Background: an optimization exercise with open tools, aiming at small area, a short achievable clock period and few clock cycles. Do not read the settings as production practice.
Where RTL was checked, it was by simulation tests only, not by an equivalence proof against the original.
Power is estimated from default activity; no workload was simulated.

## violet
// box_smoothing_3x3_edge_mean
module box_smoothing_3x3_edge_mean
#(
  parameter int MAX_SIDE = 16
) (
  input  logic              clk,
  input  logic              rst,
  input  logic              cfg_write,
  input  logic [SIZE_W-1:0] image_size,
  input  logic              in_valid,
  output logic              in_stall,
  input  logic [PIX_W-1:0]  pixel,
  output logic              out_valid,
  input  logic              out_stall,
  output logic [PIX_W-1:0]  smoothed,
  output logic [POS_W-1:0]  out_row,
  output logic [POS_W-1:0]  out_col,
  output logic              last_of_run,
  output logic              frame_done
);
==> module bsm_ctrl, before the edit <==
module bsm_ctrl
(
  input  logic              clk,
  input  logic              rst,
  input  logic              cfg_write,
  input  logic [SIZE_W-1:0] image_size,
  input  logic              in_valid,
  output logic              in_stall,
  input  logic [PIX_W-1:0]  pixel,
  input  logic              adv,        
  input  logic              adv_next,   
  output logic [3:0]        side_m1,
  output logic [3:0]        seg,
  output logic [PIX_W-1:0]  pix_q,
  output logic              wr,         
  output logic              ev,         
  output logic              ev_fl,      
  output logic              flushing,   
  output logic              mask_b,     
  output logic              rows3,      
  output logic              c0,         
  output logic              c1,         
  output logic              cl          
);
  logic              pv;
  logic [3:0]        row, col, hd, fcol;
  logic              r1, rg1;    
  logic              s2;         
  logic              acc, pv_n, aligned, flush_ok, last_w, fl_done;
  logic [3:0]        row_n, col_n, hd_n, fcol_n;
  logic              flushing_n, ok_next;
  logic              row0, col0, col_last, row_last, hd_last, hd_wrap, rephase;
  assign row0     = (row == 4'd0);
  assign col0     = (col == 4'd0);
  assign col_last = (col == side_m1);
  assign row_last = (row == side_m1);
  assign hd_last  = (hd == side_m1);
  assign hd_wrap  = s2 ? (hd == 4'd2) : hd_last;
  assign rephase  = row0 && col0 && !flushing;
  assign aligned  = (hd == col) || rephase;
  assign flush_ok = !flushing || row0;
  assign wr       = pv && adv && aligned && flush_ok;
  assign ev_fl    = flushing && adv && (hd == fcol);
  assign ev       = (wr && !row0) || ev_fl;
  assign mask_b   = !flushing && r1;
  assign rows3    = !flushing && rg1;
  assign c0       = (hd == 4'd0);
  assign c1       = (hd == 4'd1);
  assign cl       = hd_last;
  assign last_w   = wr && row_last && col_last;
  assign fl_done  = ev_fl && hd_last;
  assign acc  = in_valid && !in_stall;
  assign pv_n = acc || (pv && !wr);
  always_comb begin
    row_n = row;
    col_n = col;
    if (wr) begin
      if (col_last) begin
        col_n = 4'd0;
        row_n = row_last ? 4'd0 : row + 4'd1;
      end else begin
        col_n = col + 4'd1;
      end
    end
    if (cfg_write) begin
      row_n = 4'd0;
      col_n = 4'd0;
    end
    if (wr && rephase) begin
      hd_n = 4'd1;
    end else begin
      hd_n = hd_wrap ? 4'd0 : hd + 4'd1;
    end
    flushing_n = flushing;
    fcol_n     = fcol;
    if (ev_fl) begin
      fcol_n = fcol + 4'd1;
    end
    if (fl_done) begin
      flushing_n = 1'b0;
    end
    if (last_w) begin
      flushing_n = 1'b1;
      fcol_n     = 4'd0;
    end
  end
  assign ok_next = acc && ((wr && !(s2 && col_last)) || (!pv && rephase));
  always_ff @(posedge clk) begin
    if (acc) begin
      pix_q <= pixel;
    end
    s2     <= (side_m1 == 4'd1);
    seg[3] <= (side_m1 >= 4'd8);
    seg[2:0] <= (side_m1 >= 4'd8) ? 3'(side_m1 - 4'd8) :
                (side_m1 == 4'd1) ? 3'd0 : 3'(side_m1 - 4'd2);
    if (rst) begin
      side_m1  <= 4'd15;
      pv       <= 1'b0;
      row      <= 4'd0;
      r1       <= 1'b0;
      rg1      <= 1'b0;
      col      <= 4'd0;
      hd       <= 4'd0;
      fcol     <= 4'd0;
      flushing <= 1'b0;
      in_stall <= 1'b0;
    end else begin
      if (cfg_write) begin
        if (image_size[4]) begin
          side_m1 <= 4'd15;
        end else if (image_size[3:1] == 3'd0) begin
          side_m1 <= 4'd1;
        end else begin
          side_m1 <= image_size[3:0] - 4'd1;
        end
      end
      pv       <= pv_n;
      row      <= row_n;
      r1       <= (row_n == 4'd1);
      rg1      <= (row_n > 4'd1);
      col      <= col_n;
      hd       <= hd_n;
      fcol     <= fcol_n;
      flushing <= flushing_n;
      in_stall <= pv_n && !(adv_next && ok_next);
    end
  end
endmodule
Settings: LEC_CHECK=0, CAP_MARGIN=20, CORE_MARGIN=2, CORE_UTILIZATION=65, CTS_CLUSTER_DIAMETER=100, CTS_CLUSTER_SIZE=24, PLACE_DENSITY=0.75, SETUP_SLACK_MARGIN=3.9, SLEW_MARGIN=20; clock period 6.5 ns.
run.sh (not shown) runs the stock make flow with config.mk's settings and CLKGATE_MAP_FILE= SYNTH_SCRIPT=/design/flow/synth_recipe.tcl, a recipe that flattens the netlist after the stock synthesis.
Testbench counts of violet, summed over its fixed seeds: cycles 10,935.
> inputs changed (violet -> raven)
diff --git a/flow/design.v b/flow/design.v
--- a/flow/design.v
+++ b/flow/design.v
@@ -173,11 +173,10 @@
   logic [3:0]        row, col, hd, fcol;
   logic              r1, rg1;    
+  logic              row0, col0, eq;   
   logic              s2;         
   logic              acc, pv_n, aligned, flush_ok, last_w, fl_done;
   logic [3:0]        row_n, col_n, hd_n, fcol_n;
   logic              flushing_n, ok_next;
-  logic              row0, col0, col_last, row_last, hd_last, hd_wrap, rephase;
-  assign row0     = (row == 4'd0);
-  assign col0     = (col == 4'd0);
+  logic              col_last, row_last, hd_last, hd_wrap, rephase;
   assign col_last = (col == side_m1);
   assign row_last = (row == side_m1);
@@ -185,5 +184,5 @@
   assign hd_wrap  = s2 ? (hd == 4'd2) : hd_last;
   assign rephase  = row0 && col0 && !flushing;
-  assign aligned  = (hd == col) || rephase;
+  assign aligned  = eq || rephase;
   assign flush_ok = !flushing || row0;
   assign wr       = pv && adv && aligned && flush_ok;
@@ -245,4 +244,7 @@
       pv       <= 1'b0;
       row      <= 4'd0;
+      row0     <= 1'b1;
+      col0     <= 1'b1;
+      eq       <= 1'b1;
       r1       <= 1'b0;
       rg1      <= 1'b0;
@@ -264,4 +266,7 @@
       pv       <= pv_n;
       row      <= row_n;
+      row0     <= (row_n == 4'd0);
+      col0     <= (col_n == 4'd0);
+      eq       <= (hd_n == col_n);
       r1       <= (row_n == 4'd1);
       rg1      <= (row_n > 4'd1);
==> comparison <==
Summary of raven over violet: proportion of layout cells with a drive suffix above 1 lost 1.2 points; pin count of the biggest net entering global routing moved down. Fmax: raven below violet. Compared with violet, raven shows a number of fill cells that is about 4% higher. Cmp violet and raven / sequential cell count / lower: violet. From violet to raven the numbers moved as follows: proportion of power drawn by the clock network has increased, post-route clock period utilization has increased, overall routed net length has decreased, synthesized area divided by synthesized cell count has increased. Cmp violet and raven / post-synthesis cell type count / lower: raven. raven vs violet: setup slack down in raven.
Only the layout flow was run in raven; the RTL was not checked for function there.

## what the ideal ports hide
Ports are ideal in the flow. The routed layouts listed here were re-timed in OpenROAD. Step 1 assumes that a clkbuf_16 drives the clock port and a buf_2 every other input. Step 2 also shifts input and output timing later by t, the mid clock arrival at the registers, as if the neighbouring blocks saw the same clock. Three values: no drivers, after step 1, after step 2; two values: the first two.
run	shift t [ns]	setup slack, ns	pins driven straight from the clock port
violet	0.574	3.857 / 3.857 / 3.531	1
raven	0.569	3.690 / 3.690 / 3.500	1
After both steps every run listed still meets setup and hold. The setup slack of violet, which loses most, moves by 0.000 ns with the drivers and by -0.326 ns with both steps.
